Source: an optimization exercise on an open RTL-to-GDS flow (aim: small area). Production flows keep margins and buffers that such runs may drop.
In this exercise RTL edits were held to simulation tests only and were not proved equivalent to the original.
Power figures rest on the tool's default switching activity, not on a simulated workload. The flow treats the clock pin as an ideal source, which a real chip does not have.

==> flow/design.v <==
package regfile_pkg;
  localparam int unsigned XLEN_DEFAULT  = 32;
  localparam int unsigned NREGS_DEFAULT = 32;
  typedef logic [XLEN_DEFAULT-1:0]          reg_data_t;
  typedef logic [$clog2(NREGS_DEFAULT)-1:0] reg_addr_t;
  localparam int unsigned ZERO_REG = 0;
endpackage
import regfile_pkg::*;
module regfile_hold (
  input  logic d,
  input  logic s,
  input  logic q,
  input  logic sn,
  output logic y
);
  assign y = (d & s) | (q & sn);
endmodule
module regfile_rd3 (
  input  logic a0, s0,
  input  logic a1, s1,
  input  logic a2, s2,
  output logic yn
);
  assign yn = ~((a0 & s0) | (a1 & s1) | (a2 & s2));
endmodule
module regfile_scoreboard (
  input  logic reset_i,
  input  logic pending_q,
  input  logic wrt_sel_i,
  input  logic flush_i,
  input  logic issue_sel_i,
  output logic pending_d
);
  assign pending_d = ~reset_i & (issue_sel_i | (pending_q & ~wrt_sel_i & ~flush_i));
endmodule
import regfile_pkg::*;
module regfile_sb
#(
  parameter int unsigned XLEN  = XLEN_DEFAULT,
  parameter int unsigned NREGS = NREGS_DEFAULT,
  parameter int unsigned AW    = $clog2(NREGS)
) (
  input  logic            clk,
  input  logic            reset,
  input  logic [AW-1:0]   rg_rd_addr1,
  input  logic [AW-1:0]   rg_rd_addr2,
  output logic [XLEN-1:0] rg_rd_data1,
  output logic [XLEN-1:0] rg_rd_data2,
  output logic            rg_rd_rdy1,
  output logic            rg_rd_rdy2,
  input  logic            issue_en,
  input  logic [AW-1:0]   issue_addr,
  output logic            issue_ok,
  input  logic            rg_wrt_en,
  input  logic [AW-1:0]   rg_wrt_addr,
  input  logic [XLEN-1:0] rg_wrt_data,
  input  logic            flush,
  output logic            wb_unexp
);
  localparam int unsigned NG = (NREGS - 1) / 3;    
  localparam int unsigned NT = (NREGS + 1) / 3;    
  logic [XLEN-1:0]  mem_q [1:NREGS-1];             
  logic [XLEN-1:0]  mem_d [1:NREGS-1];
  logic [NREGS-1:0] pending_q, pending_d;
  logic             wb_unexp_q;
  logic [XLEN-1:0]  wdat;
  logic [NREGS-1:0] wsel, wen, wenn, idec, isel, sel1, sel2;
  always_comb begin
    for (int i = 0; i < int'(NREGS); i++) begin
      wsel[i] = rg_wrt_en & (rg_wrt_addr == AW'(i)) & (i != 0);
      idec[i] = (issue_addr == AW'(i)) & (i != 0);
      isel[i] = issue_en & idec[i];
      sel1[i] = (rg_rd_addr1 == AW'(i)) & (i != 0);
      sel2[i] = (rg_rd_addr2 == AW'(i)) & (i != 0);
      wen[i]  = reset | wsel[i];
      wenn[i] = ~wen[i];
    end
  end
  assign wdat = rg_wrt_data & {XLEN{~reset}};
  for (genvar i = 1; i < NREGS; i++) begin : g_reg
    for (genvar b = 0; b < XLEN; b++) begin : g_bit
      regfile_hold u_hold (
        .d (wdat[b]), .s (wen[i]), .q (mem_q[i][b]), .sn (wenn[i]), .y (mem_d[i][b])
      );
    end
  end
  always_ff @(posedge clk) begin
    for (int i = 1; i < int'(NREGS); i++) mem_q[i] <= mem_d[i];
  end
  for (genvar i = 1; i < NREGS; i++) begin : g_pend
    regfile_scoreboard u_sb (
      .reset_i     (reset),
      .pending_q   (pending_q[i]),
      .wrt_sel_i   (wsel[i]),
      .flush_i     (flush),
      .issue_sel_i (isel[i]),
      .pending_d   (pending_d[i])
    );
  end
  assign pending_d[0] = 1'b0;
  always_ff @(posedge clk) begin
    pending_q[NREGS-1:1] <= pending_d[NREGS-1:1];
    wb_unexp_q <= ~reset & |(wsel & ~pending_q);
  end
  assign pending_q[0] = 1'b0;
  logic [XLEN-1:0] t1 [NT];
  logic [XLEN-1:0] t2 [NT];
  for (genvar g = 0; g < NG; g++) begin : g_rdg
    for (genvar b = 0; b < XLEN; b++) begin : g_bit
      regfile_rd3 u_r1 (
        .a0 (mem_q[3*g+1][b]), .s0 (sel1[3*g+1]),
        .a1 (mem_q[3*g+2][b]), .s1 (sel1[3*g+2]),
        .a2 (mem_q[3*g+3][b]), .s2 (sel1[3*g+3]),
        .yn (t1[g][b])
      );
      regfile_rd3 u_r2 (
        .a0 (mem_q[3*g+1][b]), .s0 (sel2[3*g+1]),
        .a1 (mem_q[3*g+2][b]), .s1 (sel2[3*g+2]),
        .a2 (mem_q[3*g+3][b]), .s2 (sel2[3*g+3]),
        .yn (t2[g][b])
      );
    end
  end
  for (genvar g = NG; g < NT; g++) begin : g_rdl
    assign t1[g] = ~(mem_q[3*NG+1+g-NG] & {XLEN{sel1[3*NG+1+g-NG]}});
    assign t2[g] = ~(mem_q[3*NG+1+g-NG] & {XLEN{sel2[3*NG+1+g-NG]}});
  end
  always_comb begin
    rg_rd_data1 = '0;
    rg_rd_data2 = '0;
    for (int g = 0; g < int'(NT); g++) begin
      rg_rd_data1 = rg_rd_data1 | ~t1[g];
      rg_rd_data2 = rg_rd_data2 | ~t2[g];
    end
  end
  assign rg_rd_rdy1 = ~|(sel1 & pending_q);
  assign rg_rd_rdy2 = ~|(sel2 & pending_q);
  assign issue_ok   = ~|(idec & pending_q);
  assign wb_unexp   = wb_unexp_q;
endmodule
==> flow/config.mk <==
export PLATFORM = sky130hd
export DESIGN_NAME = regfile_sb
export DESIGN_NICKNAME = regfile_sb
export VERILOG_FILES = /design/flow/design.v
export SDC_FILE = /design/flow/constraint.sdc
export NUM_CORES = 4
export LEC_CHECK = 0
export CAP_MARGIN = 20
export CORE_MARGIN = 2
export CORE_UTILIZATION = 40
export SLEW_MARGIN = 20
export SYNTH_HIERARCHICAL = 1
==> flow/constraint.sdc <==
create_clock -name core_clock -period 5.5 [get_ports {clk}]
set_input_delay 1.1000 -clock core_clock [delete_from_list [all_inputs] [get_ports {clk}]]
set_output_delay 1.1000 -clock core_clock [all_outputs]
set_load 0.01 [all_outputs]
standard.sh (not shown) runs the stock make flow with config.mk's settings and CLKGATE_MAP_FILE= SYNTH_SCRIPT=/design/flow/synth_recipe.tcl, a recipe that flattens the netlist after the stock synthesis.
==> flow/flow/run.sh <==
#!/bin/bash
# Standard ORFS layout, with small port buffers and a leaner clock tree.
# Each tool's output goes to its own log file in the work folder.
set -euo pipefail
export BUFFER_PORTS_ARGS="-buffer_cell sky130_fd_sc_hd__buf_1"
export CTS_ARGS="-sink_clustering_enable -repair_clock_nets -dont_use_dummy_load -root_buf sky130_fd_sc_hd__clkbuf_16 -buf_list {sky130_fd_sc_hd__clkbuf_4 sky130_fd_sc_hd__clkbuf_8}"
bash standard.sh synth > synth.log 2>&1
bash standard.sh floorplan > floorplan.log 2>&1
bash standard.sh place > place.log 2>&1
bash standard.sh cts > cts.log 2>&1
bash standard.sh finish > finish.log 2>&1
The first run completed with no timing, DRC or antenna violations.
Then changed:
==> flow/run.sh (new file) <==
#!/bin/bash
# synth_recipe.tcl (not shown) runs the flow's synth.tcl, then flattens the netlist and writes it again
# the make line also repeats each setting of config.mk as NAME=value (left out here)
make -C /OpenROAD-flow-scripts/flow DESIGN_CONFIG=/design/flow/config.mk WORK_HOME=/design/flow/orfs CLKGATE_MAP_FILE= SYNTH_SCRIPT=/design/flow/synth_recipe.tcl finish
removed: flow/flow/run.sh
removed: flow/standard.sh
What happened: This time the run reached the layout checks and failed them: setup timing; count of clock-buffer cells in the layout falls by 11; cell count went up by about 3%; core utilization rose by 3.7 points; setup slack gets worse by 230 ps.

== run A ==
regfile_sb, a different RTL version from the one above (not shown whole).
For scale: about 1000 flip-flops, about 130 I/O pins.
// regfile_sb
module regfile_sb
#(
  parameter int unsigned XLEN  = XLEN_DEFAULT,
  parameter int unsigned NREGS = NREGS_DEFAULT,
  parameter int unsigned AW    = $clog2(NREGS)
) (
  input  logic            clk,
  input  logic            reset,
  input  logic [AW-1:0]   rg_rd_addr1,
  input  logic [AW-1:0]   rg_rd_addr2,
  output logic [XLEN-1:0] rg_rd_data1,
  output logic [XLEN-1:0] rg_rd_data2,
  output logic            rg_rd_rdy1,
  output logic            rg_rd_rdy2,
  input  logic            issue_en,
  input  logic [AW-1:0]   issue_addr,
  output logic            issue_ok,
  input  logic            rg_wrt_en,
  input  logic [AW-1:0]   rg_wrt_addr,
  input  logic [XLEN-1:0] rg_wrt_data,
  input  logic            flush,
  output logic            wb_unexp
);
export LEC_CHECK = 0
export CAP_MARGIN = 20
export CORE_MARGIN = 2
export CORE_UTILIZATION = 40
export SETUP_SLACK_MARGIN = 0.2
export SLEW_MARGIN = 20
export SYNTH_HIERARCHICAL = 1
create_clock -name core_clock -period 5.5 [get_ports {clk}]
==> flow/flow/run.sh <==
#!/bin/bash
# Standard ORFS layout (the standard.sh, unchanged synthesis) with two changes:
#  - port buffers are buf_1 cells instead of the default delay-buffer cells;
#  - the clock tree clusters up to 20 flip-flops per leaf buffer and inserts no
#    dummy loads.
# Each stage's output goes to its own log file in the work folder.
set -euo pipefail
export BUFFER_PORTS_ARGS="-buffer_cell sky130_fd_sc_hd__buf_1"
export CTS_ARGS="-sink_clustering_enable -repair_clock_nets -dont_use_dummy_load -sink_clustering_size 20 -sink_clustering_max_diameter 80 -buf_list {sky130_fd_sc_hd__clkbuf_8 sky130_fd_sc_hd__clkbuf_16}"
bash standard.sh synth > synth.log 2>&1
bash standard.sh floorplan > floorplan.log 2>&1
bash standard.sh place > place.log 2>&1
bash standard.sh cts > cts.log 2>&1
bash standard.sh finish > finish.log 2>&1
Run A ran to completion and came out clean on the timing, design-rule and antenna checks.
Modified inputs, run B compared to run A
==> flow/flow/run.sh <==
#!/bin/bash
# Standard ORFS layout (the standard.sh, unchanged synthesis) with two changes:
#  - port buffers are buf_1 cells instead of the default delay-buffer cells;
#  - the clock tree clusters up to 25 flip-flops per leaf buffer and inserts no
#    dummy loads.
# Each stage's output goes to its own log file in the work folder.
set -euo pipefail
export BUFFER_PORTS_ARGS="-buffer_cell sky130_fd_sc_hd__buf_1"
export CTS_ARGS="-sink_clustering_enable -repair_clock_nets -dont_use_dummy_load -sink_clustering_size 25 -sink_clustering_max_diameter 100 -buf_list {sky130_fd_sc_hd__clkbuf_8 sky130_fd_sc_hd__clkbuf_16}"
bash standard.sh synth > synth.log 2>&1
bash standard.sh floorplan > floorplan.log 2>&1
bash standard.sh place > place.log 2>&1
bash standard.sh cts > cts.log 2>&1
bash standard.sh finish > finish.log 2>&1
Compared with run A, in run B time the final worst path needs with I/O delays and setup -0.068 ns; layout overhead on the synthesized area fell by 0.68 points; area of the multi-input gates barely changed.
Run B has power share of the combinational group above what run A had.
Of run B and run A, run A shows the higher final antenna diode count, with run B below it.
[run B] switching power of the nets fell 3.5% relative to run A
Hold slack across run B and run A: no real change.
Summary of the comparison: count of clock-buffer cells in the layout is lower in run B, relative to run A.
Run A -> run B: power per cell area decreased by a few percent
As far as global-route usage is concerned, run B and run A perform about the same.
--- input diff run B..run C ---
Settings: CORE_UTILIZATION now 30, was 40; SETUP_SLACK_MARGIN no longer set, was 0.2.
==> flow/flow/run.sh <==
#!/bin/bash
# Standard ORFS layout (the standard.sh, unchanged synthesis) with two changes:
#  - port buffers are buf_1 cells instead of the default delay-buffer cells;
#  - the clock tree clusters up to 30 flip-flops per leaf buffer and inserts no
#    dummy loads.
# Each stage's output goes to its own log file in the work folder.
set -euo pipefail
export BUFFER_PORTS_ARGS="-buffer_cell sky130_fd_sc_hd__buf_1"
export CTS_ARGS="-sink_clustering_enable -repair_clock_nets -dont_use_dummy_load -sink_clustering_size 30 -sink_clustering_max_diameter 120 -buf_list {sky130_fd_sc_hd__clkbuf_8 sky130_fd_sc_hd__clkbuf_16}"
bash standard.sh synth > synth.log 2>&1
bash standard.sh floorplan > floorplan.log 2>&1
bash standard.sh place > place.log 2>&1
bash standard.sh cts > cts.log 2>&1
bash standard.sh finish > finish.log 2>&1
==> summary.txt <==
Finished, but not clean: run C, with setup timing.
The share of power burned in combinational logic on run B is in line with that on run C.
A start point of the critical path of rg_rd_addr2[3] is what run C shows, while rg_rd_addr1[0] belongs to run B.
Taking run B as the reference, in run C number of standard-cell rows in the floorplan saw an increase; worst hold slack saw an increase; number of well taps saw an increase; fraction of area in registers saw a decrease; wire length of the first global-routing pass saw an increase.
The inputs of run D differ from those of run C as listed below.
Settings: swapping 30 for 40 in CORE_UTILIZATION; putting SETUP_SLACK_MARGIN at 0.3 where nothing was set.
==> flow/flow/run.sh <==
#!/bin/bash
# Standard ORFS layout (the standard.sh, unchanged synthesis) with two changes:
#  - port buffers are buf_1 cells instead of the default delay-buffer cells;
#  - the clock tree clusters up to 25 flip-flops per leaf buffer and inserts no
#    dummy loads.
# Each stage's output goes to its own log file in the work folder.
set -euo pipefail
export BUFFER_PORTS_ARGS="-buffer_cell sky130_fd_sc_hd__buf_1"
export CTS_ARGS="-sink_clustering_enable -repair_clock_nets -dont_use_dummy_load -sink_clustering_size 25 -sink_clustering_max_diameter 100 -buf_list {sky130_fd_sc_hd__clkbuf_8 sky130_fd_sc_hd__clkbuf_16}"
bash standard.sh synth > synth.log 2>&1
bash standard.sh floorplan > floorplan.log 2>&1
bash standard.sh place > place.log 2>&1
bash standard.sh cts > cts.log 2>&1
bash standard.sh finish > finish.log 2>&1
==> comparison <==
Measured against each other, run D and run C differ in utilization, the lower figure coming from run C.
Going from run C to run D, post-synthesis sequential area ratio about even, sequential share of layout area about even, estimated wirelength of the detail-placed design fell 2.4%, routed wire length fell about 2.2%.
The final layout from run D, which completed every stage, passed the timing, design-rule and antenna checks at the end of the flow.

[afterwards: timing with drivers on the ports]
How much do the figures lean on ideal ports? The routed layouts below were timed once more, with nothing changed but the port constraints.
Step 1: set_driving_cell puts a clkbuf_16 on clk and a buf_2 on each other input, an assumption about the parent block.
Step 2 moves the port delays by t, midway between the first and last clock arrival at a register: inputs arrive t later, outputs are due t later. That takes back most of the time a late clock gives input paths.
a / b / c = ideal ports / drivers / drivers and shift; a / b = the first two.
| run | shift t [ns] | setup slack, ns | worst setup path after step 2 | pins driven straight from the clock port |
|---|---|---|---|---|
| the first run of note 1 | 0.765 | 0.102 / 0.072 / 0.072 | input to output | 1 |
| the second run of note 1 | 0.768 | -0.131 / -0.188 / -0.188 | input to output | 1 |
| run A | 0.727 | 0.092 / 0.043 / 0.043 | input to output | 1 |
| run B | 0.694 | 0.159 / 0.095 / 0.095 | input to output | 1 |
| run C | 0.716 | -0.011 / -0.067 / -0.067 | input to output | 1 |
| run D | 0.694 | 0.258 / 0.177 / 0.177 | input to output | 1 |
The setup slack of run D, which loses most, moves by -0.081 ns with the drivers and by -0.081 ns with both steps.
